Background: an optimization exercise with open tools, aiming at small area. Do not read the settings as production practice.
No run shown here included a check of the RTL's function; only the layout flow was run.
Power is estimated from default activity; no workload was simulated.

<file path="flow/design.v">
`timescale 1ns/1ps
package bp_pkg;
	typedef logic [5:0] alu_op_t;
	localparam alu_op_t OP_BEQ = 6'b001011;
	localparam alu_op_t OP_BLT = 6'b001100;
	localparam alu_op_t OP_BGE = 6'b001101;
	localparam int PC_W = 32;
	typedef logic [PC_W-1:0] pc_t;
	localparam int MAX_IDX_W = 8;
	localparam int TAG_W = 4;
	localparam int MAX_HIST = 32;
	typedef logic [1:0] ctr2_t;
	localparam ctr2_t BASE_INIT = 2'd2;
	typedef logic [2:0] ctr3_t;
	localparam ctr3_t CTR3_TAKEN_MIN = 3'd4;
	localparam ctr3_t ALLOC_TAKEN = 3'd4;
	localparam ctr3_t ALLOC_NOT_TAKEN = 3'd3;
	typedef enum logic [1:0] {
		PROV_BASE = 2'd0,
		PROV_T1 = 2'd1,
		PROV_T2 = 2'd2
	} provider_e;
	typedef struct packed {
		logic valid;
		logic [TAG_W-1:0] tag;
		ctr3_t ctr;
	} tage_entry_t;
	typedef struct packed {
		logic hit;
		ctr3_t ctr;
	} tag_lookup_t;
	typedef struct packed {
		logic valid;
		logic [MAX_IDX_W-1:0] base_idx;
		logic [MAX_IDX_W-1:0] t1_idx;
		logic [TAG_W-1:0] t1_tag;
		logic [MAX_IDX_W-1:0] t2_idx;
		logic [TAG_W-1:0] t2_tag;
		provider_e provider;
		logic pred_taken;
		ctr3_t prov_ctr;
	} branch_rec_t;
	function automatic ctr2_t ctr2_next(input ctr2_t c, input logic up);
		if (up && (c != 2'd3))
			ctr2_next = c + 2'd1;
		else if (!up && (c != 2'd0))
			ctr2_next = c - 2'd1;
		else
			ctr2_next = c;
	endfunction
	function automatic ctr3_t ctr3_next(input ctr3_t c, input logic up);
		if (up && (c != 3'd7))
			ctr3_next = c + 3'd1;
		else if (!up && (c != 3'd0))
			ctr3_next = c - 3'd1;
		else
			ctr3_next = c;
	endfunction
	function automatic logic [MAX_IDX_W-1:0] fold_hist(input logic [MAX_HIST-1:0] hist,
			input int len, input int width);
		logic [MAX_IDX_W-1:0] res;
		res = '0;
		for (int i = 0; i < MAX_HIST; i++) begin
			if (i < len)
				res[i % width] = res[i % width] ^ hist[i];
		end
		fold_hist = res;
	endfunction
endpackage
`timescale 1ns/1ps
module bp_fold (
	input logic [15:0] i_hist,
	output logic [4:0] o_f1_idx,
	output logic [3:0] o_f1_tag,
	output logic [4:0] o_f2_idx,
	output logic [3:0] o_f2_tag
);
	assign o_f1_idx = bp_pkg::fold_hist(32'(i_hist[7:0]), 8, 5);
	assign o_f1_tag = bp_pkg::fold_hist(32'(i_hist[7:0]), 8, 4);
	assign o_f2_idx = bp_pkg::fold_hist(32'(i_hist), 16, 5);
	assign o_f2_tag = bp_pkg::fold_hist(32'(i_hist), 16, 4);
endmodule
`timescale 1ns/1ps
`timescale 1ns/1ps
module bp_dec5 (
	input logic [4:0] i_a,
	input logic [4:0] i_b,
	output logic [31:0] o_y
);
	logic [4:0] idx;
	assign idx = i_a ^ i_b;
	always_comb begin
		for (int i = 0; i < 32; i++)
			o_y[i] = (idx == 5'(i));
	end
endmodule
module bp_aor32 (
	input logic [31:0] i_sel,
	input logic [255:0] i_d,
	output logic [7:0] o_y
);
	logic [7:0] part [4];
	for (genvar k = 0; k < 4; k++) begin : g_part
		bp_aor8 u_part (.i_sel(i_sel[8*k +: 8]), .i_d(i_d[64*k +: 64]), .o_y(part[k]));
	end
	for (genvar b = 0; b < 8; b++) begin : g_bit
		logic [1:0] l3;
		bp_nor2 u_nor0 (.i_a(part[0][b]), .i_b(part[1][b]), .o_y(l3[0]));
		bp_nor2 u_nor1 (.i_a(part[2][b]), .i_b(part[3][b]), .o_y(l3[1]));
		bp_nand2 u_out (.i_a(l3[0]), .i_b(l3[1]), .o_y(o_y[b]));
	end
endmodule
module bp_aor8 (
	input logic [7:0] i_sel,
	input logic [63:0] i_d,
	output logic [7:0] o_y
);
	always_comb begin
		o_y = '0;
		for (int i = 0; i < 8; i++)
			o_y = o_y | ({8{i_sel[i]}} & i_d[i*8 +: 8]);
	end
endmodule
module bp_aoi22 (
	input logic i_a,
	input logic i_b,
	input logic i_c,
	input logic i_d,
	output logic o_y
);
	assign o_y = ~((i_a & i_b) | (i_c & i_d));
endmodule
module bp_nand4 (
	input logic i_a,
	input logic i_b,
	input logic i_c,
	input logic i_d,
	output logic o_y
);
	assign o_y = ~(i_a & i_b & i_c & i_d);
endmodule
module bp_nor2 (
	input logic i_a,
	input logic i_b,
	output logic o_y
);
	assign o_y = ~(i_a | i_b);
endmodule
module bp_nand2 (
	input logic i_a,
	input logic i_b,
	output logic o_y
);
	assign o_y = ~(i_a & i_b);
endmodule
`timescale 1ns/1ps
module bp_hit (
	input logic i_v,
	input logic [3:0] i_tag,
	input logic [3:0] i_ctag,
	output logic o_hit
);
	assign o_hit = i_v && (i_tag == i_ctag);
endmodule
module bp_dir (
	input logic i_t1_hit,
	input logic i_t2_hit,
	input logic i_t1_dir,
	input logic i_t2_dir,
	input logic i_base_dir,
	input logic i_is_branch,
	output logic o_pred
);
	logic lo;
	assign lo = i_t1_hit ? i_t1_dir : i_base_dir;
	assign o_pred = i_is_branch && (i_t2_hit ? i_t2_dir : lo);
endmodule
`timescale 1ns/1ps
module bp_wdec5 (
	input logic i_en,
	input logic [4:0] i_a,
	output logic [31:0] o_y
);
	always_comb begin
		for (int i = 0; i < 32; i++)
			o_y[i] = i_en && (i_a == 5'(i));
	end
endmodule
module bp_wdec6 (
	input logic i_en,
	input logic [5:0] i_a,
	output logic [63:0] o_y
);
	always_comb begin
		for (int i = 0; i < 64; i++)
			o_y[i] = i_en && (i_a == 6'(i));
	end
endmodule
`timescale 1ns/1ps
module bp_top (
	input logic clk,
	input logic rst_n,
	input bp_pkg::alu_op_t i_alu_op,
	input bp_pkg::pc_t i_pc,
	input bp_pkg::pc_t i_imm,
	input logic i_resolve,
	input logic i_taken,
	output logic o_pred_taken,
	output bp_pkg::pc_t o_next_pc
);
	logic [15:0] hist_q;
	logic [1:0] base_q [64];
	logic [31:0] t1_v_q;
	logic [3:0] t1_tag_q [32];
	logic [2:0] t1_ctr_q [32];
	logic [31:0] t2_v_q;
	logic [3:0] t2_tag_q [32];
	logic [2:0] t2_ctr_q [32];
	logic rec_v_q;
	logic [5:0] rec_base_idx_q;
	logic [4:0] rec_t1_idx_q;
	logic [3:0] rec_t1_tag_q;
	logic [4:0] rec_t2_idx_q;
	logic [3:0] rec_t2_tag_q;
	logic rec_p1_q;    
	logic rec_p2_q;    
	logic [2:0] rec_ctr_q;
	logic [4:0] f1_idx, f2_idx;
	logic [3:0] f1_tag, f2_tag;
	bp_fold u_fold (
		.i_hist(hist_q),
		.o_f1_idx(f1_idx),
		.o_f1_tag(f1_tag),
		.o_f2_idx(f2_idx),
		.o_f2_tag(f2_tag)
	);
	logic [5:0] base_idx;
	logic [4:0] t1_idx, t2_idx;
	logic [3:0] t1_tag, t2_tag;
	assign base_idx = i_pc[7:2];
	assign t1_idx = i_pc[6:2] ^ f1_idx;
	assign t2_idx = i_pc[6:2] ^ f2_idx;
	assign t1_tag = i_pc[10:7] ^ f1_tag;
	assign t2_tag = i_pc[10:7] ^ f2_tag;
	logic [1:0] base_rd;
	logic [2:0] t1_ctr, t2_ctr;
	logic t1_hit, t2_hit;
	logic [31:0] t1_sel, t2_sel;
	logic [255:0] t1_flat, t2_flat;
	logic [7:0] t1_ent, t2_ent;
	always_comb begin
		for (int i = 0; i < 32; i++) begin
			t1_flat[i*8 +: 8] = {t1_v_q[i], t1_tag_q[i], t1_ctr_q[i]};
			t2_flat[i*8 +: 8] = {t2_v_q[i], t2_tag_q[i], t2_ctr_q[i]};
		end
	end
	bp_dec5 u_t1_dec (.i_a(i_pc[6:2]), .i_b(f1_idx), .o_y(t1_sel));
	bp_dec5 u_t2_dec (.i_a(i_pc[6:2]), .i_b(f2_idx), .o_y(t2_sel));
	bp_aor32 u_t1_rd (.i_sel(t1_sel), .i_d(t1_flat), .o_y(t1_ent));
	bp_aor32 u_t2_rd (.i_sel(t2_sel), .i_d(t2_flat), .o_y(t2_ent));
	assign base_rd = base_q[base_idx];
	assign t1_ctr = t1_ent[2:0];
	assign t2_ctr = t2_ent[2:0];
	bp_hit u_t1_hit (.i_v(t1_ent[7]), .i_tag(t1_ent[6:3]), .i_ctag(t1_tag), .o_hit(t1_hit));
	bp_hit u_t2_hit (.i_v(t2_ent[7]), .i_tag(t2_ent[6:3]), .i_ctag(t2_tag), .o_hit(t2_hit));
	logic is_branch;
	logic [2:0] prov_ctr;
	assign is_branch = (i_alu_op == bp_pkg::OP_BEQ) || (i_alu_op == bp_pkg::OP_BLT) ||
		(i_alu_op == bp_pkg::OP_BGE);
	always_comb begin
		if (t2_hit)
			prov_ctr = t2_ctr;
		else if (t1_hit)
			prov_ctr = t1_ctr;
		else
			prov_ctr = {1'b0, ~base_rd[1], base_rd[0]};
	end
	bp_dir u_dir (
		.i_t1_hit(t1_hit),
		.i_t2_hit(t2_hit),
		.i_t1_dir(t1_ctr[2]),
		.i_t2_dir(t2_ctr[2]),
		.i_base_dir(~base_rd[1]),
		.i_is_branch(is_branch),
		.o_pred(o_pred_taken)
	);
	assign o_next_pc = o_pred_taken ? (i_pc + i_imm) : i_pc;
	logic upd, rec_dir, mispred;
	logic base_we, t1_we, t2_we;
	logic [1:0] base_wd;
	logic [2:0] t1_wd, t2_wd;
	logic [2:0] alloc_ctr;
	logic [2:0] step3;
	logic [1:0] step2;
	assign upd = i_resolve && rec_v_q;
	assign rec_dir = (rec_p1_q || rec_p2_q) ? rec_ctr_q[2] : rec_ctr_q[1];
	assign mispred = rec_dir != i_taken;
	assign alloc_ctr = i_taken ? 3'd4 : 3'd3;
	assign step3 = bp_pkg::ctr3_next(rec_ctr_q, i_taken);
	assign step2 = bp_pkg::ctr2_next(rec_ctr_q[1:0], i_taken);
	assign base_we = upd && !rec_p1_q && !rec_p2_q;
	assign t1_we = upd && (rec_p1_q || (!rec_p2_q && mispred));
	assign t2_we = upd && (rec_p2_q || (rec_p1_q && mispred));
	assign base_wd = {~step2[1], step2[0]};
	assign t1_wd = rec_p1_q ? step3 : alloc_ctr;
	assign t2_wd = rec_p2_q ? step3 : alloc_ctr;
	logic [63:0] base_en;
	logic [31:0] t1_en, t2_en;
	bp_wdec6 u_base_wdec (.i_en(base_we), .i_a(rec_base_idx_q), .o_y(base_en));
	bp_wdec5 u_t1_wdec (.i_en(t1_we), .i_a(rec_t1_idx_q), .o_y(t1_en));
	bp_wdec5 u_t2_wdec (.i_en(t2_we), .i_a(rec_t2_idx_q), .o_y(t2_en));
	always_ff @(posedge clk or negedge rst_n) begin
		if (!rst_n) begin
			for (int i = 0; i < 64; i++)
				base_q[i] <= 2'd0;
		end else begin
			for (int i = 0; i < 64; i++)
				if (base_en[i])
					base_q[i] <= base_wd;
		end
	end
	always_ff @(posedge clk or negedge rst_n) begin
		if (!rst_n) begin
			t1_v_q <= '0;
			t2_v_q <= '0;
		end else begin
			t1_v_q <= t1_v_q | t1_en;
			t2_v_q <= t2_v_q | t2_en;
		end
	end
	always_ff @(posedge clk) begin
		for (int i = 0; i < 32; i++) begin
			if (t1_en[i]) begin
				t1_tag_q[i] <= rec_t1_tag_q;
				t1_ctr_q[i] <= t1_wd;
			end
			if (t2_en[i]) begin
				t2_tag_q[i] <= rec_t2_tag_q;
				t2_ctr_q[i] <= t2_wd;
			end
		end
	end
	always_ff @(posedge clk or negedge rst_n) begin
		if (!rst_n)
			hist_q <= '0;
		else if (i_resolve)
			hist_q <= {hist_q[14:0], i_taken};
	end
	always_ff @(posedge clk or negedge rst_n) begin
		if (!rst_n)
			rec_v_q <= 1'b0;
		else if (is_branch)
			rec_v_q <= 1'b1;
		else if (i_resolve)
			rec_v_q <= 1'b0;
	end
	always_ff @(posedge clk) begin
		if (is_branch) begin
			rec_base_idx_q <= base_idx;
			rec_t1_idx_q <= t1_idx;
			rec_t1_tag_q <= t1_tag;
			rec_t2_idx_q <= t2_idx;
			rec_t2_tag_q <= t2_tag;
			rec_p1_q <= t1_hit && !t2_hit;
			rec_p2_q <= t2_hit;
			rec_ctr_q <= prov_ctr;
		end
	end
endmodule
</file>
<file path="flow/flow/run.sh">
#!/bin/bash
# Standard ORFS layout with three changes: yosys/abc buffers are removed at floorplan
# (repair_design re-buffers what needs it), ports get the smallest buffer cell, and
# CTS adds no dummy loads. Each tool's output stays in orfs/logs; make's own output
# goes to standard.log.
set -euo pipefail
export REMOVE_ABC_BUFFERS=1
export BUFFER_PORTS_ARGS="-buffer_cell sky130_fd_sc_hd__buf_1"
export CTS_ARGS="-sink_clustering_enable -repair_clock_nets -sink_clustering_size 30 -sink_clustering_max_diameter 80 -buf_list sky130_fd_sc_hd__clkbuf_16 -dont_use_dummy_load"
bash standard.sh > standard.log 2>&1
</file>
<file path="flow/standard.sh">
#!/bin/bash
# synth_recipe.tcl (not shown) runs the flow's synth.tcl, then flattens the netlist and writes it again
# the make line also repeats each setting of config.mk as NAME=value (left out here)
make -C /OpenROAD-flow-scripts/flow DESIGN_CONFIG=/design/flow/config.mk WORK_HOME=/design/flow/orfs CLKGATE_MAP_FILE= SYNTH_SCRIPT=/design/flow/synth_recipe.tcl "${@:-finish}"
</file>
<file path="flow/config.mk">
export PLATFORM = sky130hd
export DESIGN_NAME = bp_top
export DESIGN_NICKNAME = bp_top
export VERILOG_FILES = /design/flow/design.v
export SDC_FILE = /design/flow/constraint.sdc
export NUM_CORES = 4
export LEC_CHECK = 0
export CAP_MARGIN = 0
export CORE_MARGIN = 2
export CORE_UTILIZATION = 60
export CTS_BUF_LIST = sky130_fd_sc_hd__clkbuf_16
export CTS_CLUSTER_DIAMETER = 80
export CTS_CLUSTER_SIZE = 30
export GPL_TIMING_DRIVEN = 0
export SETUP_SLACK_MARGIN = 0.05
export SLEW_MARGIN = 0
export SYNTH_HIERARCHICAL = 1
</file>
<file path="flow/constraint.sdc">
create_clock -name core_clock -period 7.0 [get_ports {clk}]
set_input_delay 1.4000 -clock core_clock [delete_from_list [all_inputs] [get_ports {clk}]]
set_output_delay 1.4000 -clock core_clock [all_outputs]
set_load 0.01 [all_outputs]
</file>
==> flow_metrics.tcl, run 1 <==
set metrics [dict create \
    avgSynthCellArea_um2 12.9 \
    fmax_ghz 0.146 \
    synth_top_cell_by_area "edfxtp_1" \
    firstDrtPassIters 6 \
    yosysMostFrequentCell "edfxtp_1" \
    portBuffers 106 \
    hold_violations 0 \
    power_mw 10.6 \
    status "finished clean" \
    synth_commonest_cells "edfxtp_1, nor2_1, a22oi_1" \
    rsz0062_at_grt "false" \
    wl_per_cell_um 24.3 \
    core_area_um2 50000 \
    powerDensity_nw_per_um2 314 \
    hold_class "reg -> reg" \
    peakVddDrop_mv 0.245 \
    ys_types 97 \
    track_usage_pct 28.5 \
    nets 2551 \
    wl_um 75600 \
    synthCells 2354 \
    critPathLaunchType "input port" \
    syn-cell-area_um2 30300 \
    crit_chain "clkbuf_4 > buf_12 > xor2_1 > nand2_4 > buf_12 > nor2_4 > a22oi_1 > nand4_1 > nor2_2 > nand2_1 > a222oi_1 > nor3b_4 > buf_4 > o211a_4 > clkinvlp_4 > or3_1 > a211o_1 > nand2_1 > a2111o_1 > buf_1" \
    ys_warn_count 19 \
    cp-end-kind "output port" \
    clock_sinks 686 \
    ioPinCount 107 \
    hold_buffers 0 \
    relSlewSlack_pct 17.9 \
    layout_min_cycle_time_ps 6850 \
    start_util_pct 60.7 \
    drive_gt1_share_pct 17.3 \
    synthFlopType "edfxtp_1" \
    crit_type "in -> out" \
    netlist.area_leader.share_pct 47.3 \
    routed-via-count 20100 \
    synthTopCellsByArea "edfxtp_1, dfrtp_1, a22oi_1" \
    clockRootBuffer "clkbuf_16" \
    maxCapViolCount 0 \
    stdcell_count 3112 \
    utilization_pct 67.5 \
    vias_per_cell 6.45 \
    die_y_um 229 \
    dieWidth_um 229 \
    grt_pass1_vias 19600 \
    worst_pin_slew_ps 1230 \
    maxSlewViolCount 0 \
    ctsHtreeMaxLevel 1 \
    fin_crit_sh_pct 97.9 \
    top_layer "met5" \
    die_area_um2 52300 \
    p_leak_nw 11.9 \
    dp_cells 3021 \
    cp.arrival_ps 5450 \
    grt_max_degree 41 \
    cts_buffer_depth 3 \
    ys_seq_elements 686 \
    dpl_worst_slack_ps -2030 \
    whs_ps 475 \
    syn_to_final_growth_pct 11.2 \
    route.met2.wl_um 35000 \
    dr_wl_met3_um 5750 \
    cts_tree "done" \
    crit_path_top_delay_cell "or3_1" \
    grt_first_pass_wirelength_um 115000 \
    synth_edf_count 477 \
    drcViolationCount 0 \
    setup-violations-final 0 \
    clock_latency_ps 640 \
    ant_nets 0 \
    synthArstFlopShare_pct 30.5 \
    worst_ep_required_time_ps 5600 \
    clkTransAtPathRegs_ps 90 \
    wl_met1_um 32400 \
    gr-total-overflow 0 \
    worst_slack_ps 148 \
    dpl.hpwl_um 50500 \
    cp_max_fo 12 \
    max_stage_delay_ps 410 \
    skew_ps 65.0 \
    gp_congestion 0.894 \
    rows 82 \
    antenna_found_initial 2 \
    seq_area_frac_synth_pct 64.5 \
    drtIter0Drc 2146 \
    cts-buffers-inserted 31 \
]
[path summary, 6_finish.rpt]
kind	start	endpoint	slack (ps)	depth (start not counted)
min in group asynchronous	rst_n	t2_v_q[11]	880	1
max reg2reg	hist_q[0]	rec_ctr_q[0]	2830	17
min reg2reg	t1_v_q[30]	t1_v_q[30]	470	1
min	t1_v_q[30]	t1_v_q[30]	470	1
max in group asynchronous	rst_n	base_q[24][0]	4780	4
max	i_pc[2]	o_next_pc[31]	150	20
[cells by family after synthesis]
kind of cell / Yosys count / share of synthesized area, %
simple gates: 731 / 11.8
flops: 686 / 64.5
compound gates: 609 / 14.4
buf+inv: 151 / 3.29
xor+xnor: 89 / 2.57
mux: 52 / 1.93
fa+ha+maj: 36 / 1.51
[state kept, by name, indices dropped and copies added, names as in the netlist]
name and flops:
rec_t2_idx_q 5, rec_ctr_q 3, base_q 128, rec_t1_idx_q 5, rec_t2_tag_q 4, rec_t1_tag_q 4, t2_v_q 32, rec_base_idx_q 6
t1_tag_q 128, rec_v_q 1, rec_p1_q 1, t1_ctr_q 96, t2_tag_q 128, hist_q 16, t2_ctr_q 96, t1_v_q 32
rec_p2_q 1
[area by class of cell]
type	count	area (um2)
Clock buffer	31	776
Inverter	23	90.1
Fill cell	3615	16300
Timing Repair Buffer	181	1440
Antenna cell	1	2.50
Multi-Input combinational cell	1518	11000
Sequential cell	686	19600
Tap cell	672	841
[routing by layer]
metal	track usage, %	vias to the layer above
li1	-	9050
met1	41.8	10100
met2	44.2	831
met3	4.40	143
met4	9.11	2
met5	0	-
[where the power goes]
group / switching (mW) / internal [mW]
clock network: 1.16 / 0.789
registers: 0.132 / 4.46
logic: 2.55 / 1.49
[Yosys stat by module, one instance, submodules excluded, excerpt]
module / times used / area, um2 / flip-flops and latches
bp_hit: 2 / 65.1 / 0
bp_fold: 1 / 216 / 0
bp_nand2: 16 / 3.75 / 0
bp_wdec5: 2 / 234 / 0
bp_nor2: 32 / 3.75 / 0
bp_dir: 1 / 27.5 / 0
bp_aor8: 8 / 379 / 0
bp_top: 1 / 25300 / 686
bp_dec5: 2 / 263 / 0
bp_wdec6: 1 / 468 / 0
[what timing repair did]
| item | in CTS | in global routing |
|---|---|---|
| gates resized for setup | 184 | 69 |
| endpoints found under the hold margin | 0 | 0 |
| setup endpoints to repair | 33 | 32 |
| setup buffers | 24 | 32 |
| gates cloned | 3 | 0 |
| pin swaps | 8 | 22 |
[per-stage QoR]
step                      cell area, um2  setup TNS, ps
final                              33700              0
after global routing               33700              0
after CTS                          32900              0
after detailed placement           31000         -34250
after global placement             30600       -1417200
after floorplan                    29400              0
[worst max-delay path, delay by kind of cell]
kind	cells	cell delay (ps)
AOI/OAI and AO/OA	5	1130
and+or+nand+nor	8	1690
buffers and inverters	6	990
xor gates and xnor gates	1	210
[layout by cell type, fill, tap and decap left out, types with 10 or more instances in the layout]
cell type	Yosys	layout
buf_1	1	99
mux2_2	42	42
a22oi_1	248	242
a32oi_1	18	18
nand2_1	69	61
dfrtp_1	209	208
clkbuf_16	0	31
buf_4	12	43
a22oi_2	27	33
xor2_1	49	35
xor2_4	0	11
nor2_4	0	65
buf_12	0	21
edfxtp_1	477	477
xnor2_1	40	26
nand2b_1	13	12
a21oi_1	173	171
nor3_1	11	11
nor2_1	382	311
nand3_1	40	24
nand4_1	71	71
ha_1	35	35
inv_1	22	21
nand4bb_1	12	12
a21o_1	19	19
o21ai_0	22	22
nand4b_1	10	10
or2_2	64	64
==> run 2: changes to the inputs <==
--- a/flow/design.v
+++ b/flow/design.v
@@ -171,31 +171,9 @@
 	input logic i_is_branch,
 	output logic o_pred
 );
-	logic lo;
-	assign lo = i_t1_hit ? i_t1_dir : i_base_dir;
-	assign o_pred = i_is_branch && (i_t2_hit ? i_t2_dir : lo);
+	assign o_pred = i_is_branch && (i_t2_hit ? i_t2_dir : (i_t1_hit ? i_t1_dir : i_base_dir));
 endmodule
 `timescale 1ns/1ps
-module bp_wdec5 (
-	input logic i_en,
-	input logic [4:0] i_a,
-	output logic [31:0] o_y
-);
-	always_comb begin
-		for (int i = 0; i < 32; i++)
-			o_y[i] = i_en && (i_a == 5'(i));
-	end
-endmodule
-module bp_wdec6 (
-	input logic i_en,
-	input logic [5:0] i_a,
-	output logic [63:0] o_y
-);
-	always_comb begin
-		for (int i = 0; i < 64; i++)
-			o_y[i] = i_en && (i_a == 6'(i));
-	end
-endmodule
 `timescale 1ns/1ps
 module bp_top (
 	input logic clk,
@@ -263,6 +241,9 @@
 	assign t2_ctr = t2_ent[2:0];
 	bp_hit u_t1_hit (.i_v(t1_ent[7]), .i_tag(t1_ent[6:3]), .i_ctag(t1_tag), .o_hit(t1_hit));
 	bp_hit u_t2_hit (.i_v(t2_ent[7]), .i_tag(t2_ent[6:3]), .i_ctag(t2_tag), .o_hit(t2_hit));
+	logic t1_hit_p, t2_hit_p;
+	bp_hit u_t1_hit_p (.i_v(t1_ent[7]), .i_tag(t1_ent[6:3]), .i_ctag(t1_tag), .o_hit(t1_hit_p));
+	bp_hit u_t2_hit_p (.i_v(t2_ent[7]), .i_tag(t2_ent[6:3]), .i_ctag(t2_tag), .o_hit(t2_hit_p));
 	logic is_branch;
 	logic [2:0] prov_ctr;
 	assign is_branch = (i_alu_op == bp_pkg::OP_BEQ) || (i_alu_op == bp_pkg::OP_BLT) ||
@@ -275,16 +256,25 @@
 		else
 			prov_ctr = {1'b0, ~base_rd[1], base_rd[0]};
 	end
-	bp_dir u_dir (
-		.i_t1_hit(t1_hit),
-		.i_t2_hit(t2_hit),
-		.i_t1_dir(t1_ctr[2]),
-		.i_t2_dir(t2_ctr[2]),
-		.i_base_dir(~base_rd[1]),
-		.i_is_branch(is_branch),
-		.o_pred(o_pred_taken)
-	);
-	assign o_next_pc = o_pred_taken ? (i_pc + i_imm) : i_pc;
+	logic [3:0] pred_q4;
+	logic [31:0] taken_pc;
+	for (genvar k = 0; k < 4; k++) begin : g_dir
+		bp_dir u_dir (
+			.i_t1_hit(t1_hit_p),
+			.i_t2_hit(t2_hit_p),
+			.i_t1_dir(t1_ctr[2]),
+			.i_t2_dir(t2_ctr[2]),
+			.i_base_dir(~base_rd[1]),
+			.i_is_branch(is_branch),
+			.o_pred(pred_q4[k])
+		);
+	end
+	assign o_pred_taken = pred_q4[0];
+	assign taken_pc = i_pc + i_imm;
+	always_comb begin
+		for (int i = 0; i < 32; i++)
+			o_next_pc[i] = pred_q4[i / 8] ? taken_pc[i] : i_pc[i];
+	end
 	logic upd, rec_dir, mispred;
 	logic base_we, t1_we, t2_we;
 	logic [1:0] base_wd;
@@ -304,19 +294,12 @@
 	assign base_wd = {~step2[1], step2[0]};
 	assign t1_wd = rec_p1_q ? step3 : alloc_ctr;
 	assign t2_wd = rec_p2_q ? step3 : alloc_ctr;
-	logic [63:0] base_en;
-	logic [31:0] t1_en, t2_en;
-	bp_wdec6 u_base_wdec (.i_en(base_we), .i_a(rec_base_idx_q), .o_y(base_en));
-	bp_wdec5 u_t1_wdec (.i_en(t1_we), .i_a(rec_t1_idx_q), .o_y(t1_en));
-	bp_wdec5 u_t2_wdec (.i_en(t2_we), .i_a(rec_t2_idx_q), .o_y(t2_en));
 	always_ff @(posedge clk or negedge rst_n) begin
 		if (!rst_n) begin
 			for (int i = 0; i < 64; i++)
 				base_q[i] <= 2'd0;
-		end else begin
-			for (int i = 0; i < 64; i++)
-				if (base_en[i])
-					base_q[i] <= base_wd;
+		end else if (base_we) begin
+			base_q[rec_base_idx_q] <= base_wd;
 		end
 	end
 	always_ff @(posedge clk or negedge rst_n) begin
@@ -324,20 +307,22 @@
 			t1_v_q <= '0;
 			t2_v_q <= '0;
 		end else begin
-			t1_v_q <= t1_v_q | t1_en;
-			t2_v_q <= t2_v_q | t2_en;
+			for (int i = 0; i < 32; i++) begin
+				if (t1_we && (rec_t1_idx_q == 5'(i)))
+					t1_v_q[i] <= 1'b1;
+				if (t2_we && (rec_t2_idx_q == 5'(i)))
+					t2_v_q[i] <= 1'b1;
+			end
 		end
 	end
 	always_ff @(posedge clk) begin
-		for (int i = 0; i < 32; i++) begin
-			if (t1_en[i]) begin
-				t1_tag_q[i] <= rec_t1_tag_q;
-				t1_ctr_q[i] <= t1_wd;
-			end
-			if (t2_en[i]) begin
-				t2_tag_q[i] <= rec_t2_tag_q;
-				t2_ctr_q[i] <= t2_wd;
-			end
+		if (t1_we) begin
+			t1_tag_q[rec_t1_idx_q] <= rec_t1_tag_q;
+			t1_ctr_q[rec_t1_idx_q] <= t1_wd;
+		end
+		if (t2_we) begin
+			t2_tag_q[rec_t2_idx_q] <= rec_t2_tag_q;
+			t2_ctr_q[rec_t2_idx_q] <= t2_wd;
 		end
 	end
 	always_ff @(posedge clk or negedge rst_n) begin
==> run 2 against run 1 <==
Effect of this change: still clean on timing, DRC and antenna; core utilization increased by 0.49 points; combinational power increased by 6.4%; global-route usage rose by 0.60 points; clock power barely moved; non-clock buffer count decreased by 2; critical path depth rose by 2; worst hold slack improved by 1.1 ps; largest cell class unchanged.
==> flow_metrics.tcl, run 2 <==
set metrics [dict create \
    ys_types 86 \
    crit_type "in -> out" \
    utilization_pct 68.0 \
    yosysMostFrequentCell "edfxtp_1" \
    r2r_slack_ps 3070 \
    max_stage_delay_ps 360 \
    syn-cell-area_um2 30700 \
    cp_common_cell "buf_4" \
    hold_violations 0 \
    vias_per_cell 6.46 \
    cp_max_fo 14 \
    p_comb_share_pct 39.6 \
    core_area_um2 50300 \
    routed-via-count 20600 \
    clockPowerShare_pct 18.1 \
    maxSlewViolCount 0 \
    grt_pass1_vias 20200 \
    syn_to_final_growth_pct 11.4 \
    maxCapViolCount 0 \
    setup-violations-final 0 \
    path_depth 22 \
    synth_edf_count 477 \
    hold_class "reg -> reg" \
    clockRootBuffer "clkbuf_16" \
    gp_congestion 0.917 \
    wl_um 77900 \
    worst_slack_ps 223 \
    netlist.area_leader.share_pct 46.7 \
    ys_warn_count 13 \
    grt_first_pass_wirelength_um 119000 \
    diodes 0 \
    clock_latency_ps 650 \
    portBuffers 106 \
    synth_top_cell_by_area "edfxtp_1" \
    gr-total-overflow 0 \
    worst_ep_required_time_ps 5600 \
    synth_commonest_cells "edfxtp_1, nor2_1, a22oi_1" \
    critPathLaunchType "input port" \
    grtUsageMet1_pct 42.6 \
    p_leak_nw 12.1 \
    clock_sinks 686 \
    p_switching_mw 4.08 \
    grt.busiest_layer "met2" \
    die_area_um2 52900 \
    p_seq_share_pct 42.3 \
    final_cell_mix "edfxtp_1, a22oi_1, dfrtp_1" \
    layout_min_cycle_time_ps 6780 \
    layout_commonest_cell "edfxtp_1" \
    fin_crit_sh_pct 96.8 \
    ctsHtreeMaxLevel 1 \
    track_usage_pct 29.1 \
    whs_ps 476 \
    reg.largest.list "base_q (128), t1_tag_q (128), t2_tag_q (128)" \
    cts-buffers-inserted 31 \
    skew_ps 64.0 \
    firstDrtPassIters 6 \
    cp_top_family "simple AND/OR/NAND/NOR gates" \
    dpl_worst_slack_ps -1260 \
    dieWidth_um 230 \
    ioPinCount 107 \
    avgSynthCellArea_um2 12.5 \
    crit_chain "buf_4 > buf_12 > xor2_4 > nand3_4 > buf_4 > nor2_4 > a22oi_2 > nand4_1 > nor2_4 > nand2_1 > nand2b_1 > o2111ai_1 > nor3b_4 > mux2_1 > o211a_4 > clkinvlp_4 > buf_4 > nor4_1 > a31oi_1 > a21boi_1 > o211ai_1 > buf_1" \
    antenna_found_initial 2 \
    drcViolationCount 0 \
    synthCells 2447 \
    worst_pin_slew_ps 1390 \
    cts_tree "done" \
    cp_num_buf_inv 6 \
    synthFlopType "edfxtp_1" \
    nets 2638 \
    synthTopCellsByArea "edfxtp_1, dfrtp_1, a22oi_1" \
    use_met2_pct 45.9 \
    fmax_ghz 0.148 \
    drtIter0Drc 2134 \
    crit_path_top_delay_cell "mux2_1" \
    start_util_pct 61.0 \
    clkTransAtPathRegs_ps 90 \
    gr-usage-met3_pct 4.48 \
    seq_area_frac_synth_pct 63.8 \
    reg2reg_depth 13 \
    dpl.hpwl_um 52900 \
    cp.arrival_ps 5380 \
    peakVddDrop_mv 0.301 \
    drive_gt1_share_pct 16.0 \
    ys_seq_elements 686 \
    powerDensity_nw_per_um2 318 \
    grt_max_degree 42 \
    status "finished clean" \
    p_sw_share_pct 37.6 \
    cp-end-kind "output port" \
    ant_nets 0 \
    rsz0062_at_grt "false" \
    rows 82 \
    hold_buffers 0 \
    p_int_mw 6.78 \
    die_y_um 230 \
    min_delay_path_depth 1 \
    cts_buffer_depth 3 \
    wl_per_cell_um 24.4 \
    relSlewSlack_pct 7.48 \
    synthArstFlopShare_pct 30.5 \
]
-- run 2: cell types whose count changed after synthesis, sizes merged, moves of 21 or more --
cell,delta
nor3,+21
inv,+21
o21ai,+75
a21oi,-75
nor2,-129
nand2,+122
-- run 2: cells by family (layout without fill, tap and decap cells) --
group	after synthesis	count (layout)	synth area share, %
and+or+nand+nor	797	797	12.7
DFF	686	686	63.8
AOI/OAI and AO/OA	613	613	14.3
buffers and inverters	175	254	3.35
xor gates and xnor gates	86	86	2.46
muxes	54	54	1.97
adders and majority gates	36	36	1.49
-- run 2: final cells by class --
type	instances	area (um2)
flip-flops and latches	686	19600
fillers	3653	16100
multi-input cells	1586	11400
repair buffers	179	1450
well taps	672	841
clock buffers	31	776
inverters	44	169
-- run 2: power groups by stage --
stage | sequential [mW] | combinational [mW] | clock (mW)
floorplan | 4.61 | 1.89 | 0
global placement | 4.65 | 2.85 | 0
detailed placement | 4.65 | 2.96 | 0
CTS | 4.58 | 3.74 | 2.00
global route | 4.60 | 4.52 | 2.14
finish | 4.59 | 4.30 | 1.96
-- run 2: per-module statistics from Yosys (local to each module, per instance), a selection --
module	copies in the design	cells inside	cell area (um2)	flops+latches
bp_dir	4	3	27.5	0
bp_aor8	8	48	379	0
bp_nor2	32	1	3.75	0
bp_hit	4	9	65.1	0
bp_fold	1	25	216	0
bp_top	1	1834	26300	686
bp_dec5	2	54	263	0
bp_nand2	16	1	3.75	0
-- run 2: final timing paths --
path,from,to
min,t2_v_q[24],t2_v_q[24]
max in group asynchronous,rst_n,base_q[27][0]
min in group asynchronous,rst_n,t2_v_q[10]
min reg2reg,t2_v_q[24],t2_v_q[24]
max,i_pc[5],o_next_pc[30]
max reg2reg,hist_q[4],rec_ctr_q[1]
-- run 2: timing repair --
action / in CTS / in global routing
resized for setup: 202 / 57
cloned: 3 / 2
setup endpoints to repair: 33 / 20
pin swaps: 7 / 22
setup buffers: 18 / 28
-- run 2: through the flow --
stage / TNS (ps) / power, mW / cell area [um2] / instances
after floorplan: 0 / 6.50 / 29800 / 2316
after global placement: -1364550 / 7.49 / 31000 / 3094
after detailed placement: -16040 / 7.61 / 31500 / 3116
after CTS: 0 / 10.3 / 33500 / 3168
after global routing: 0 / 11.3 / 34200 / 3198
final: 0 / 10.9 / 34200 / 3198
-- run 2: worst register-to-register path: stages, from the launching register on --
cell      delay [ps]
dfrtp_2          540
xnor2_1          400
xnor2_4          250
xnor2_4          210
nand3_4          230
nor2_4           100
a22oi_2          230
nand4_1          230
nor2_2           250
nand2_1          150
a222oi_1         350
nor3b_2          480
mux2i_1          250
a21oi_1           60
-- run 2: layer usage --
metal	up-vias	wire, um
li1	9341	-
met1	10300	33600
met2	890	35800
met3	151	5940
met4	4	2560
met5	-	29

-- what the ideal ports hide --
Ports are ideal in the flow. The routed layouts listed here were re-timed in OpenROAD.
Step 1, drivers: a clkbuf_16 drives clk and a buf_2 each remaining input, both assumed.
Step 2 times the ports against the registers' clock, not the clock port: input delays grow and output delays shrink by t, the midpoint of the rising clock arrivals with the driver on.
Slacks: ideal ports / drivers / drivers and shift; pairs: ideal ports / drivers.
run | t, ns | setup WS [ns] | clock arrival spread, ns | worst data-port slew with drivers (ns) | pins driven straight from the clock port
run 1 | 0.671 | 0.148 / 0.127 / 0.127 | 0.065 / 0.065 | 0.10 | 1
run 2 | 0.670 | 0.223 / 0.194 / 0.194 | 0.074 / 0.075 | 0.09 | 1
After both steps setup and hold are still met in every run listed. For run 2, which loses most, drivers alone change the setup slack by -0.029 ns; drivers and shift together by -0.029 ns.
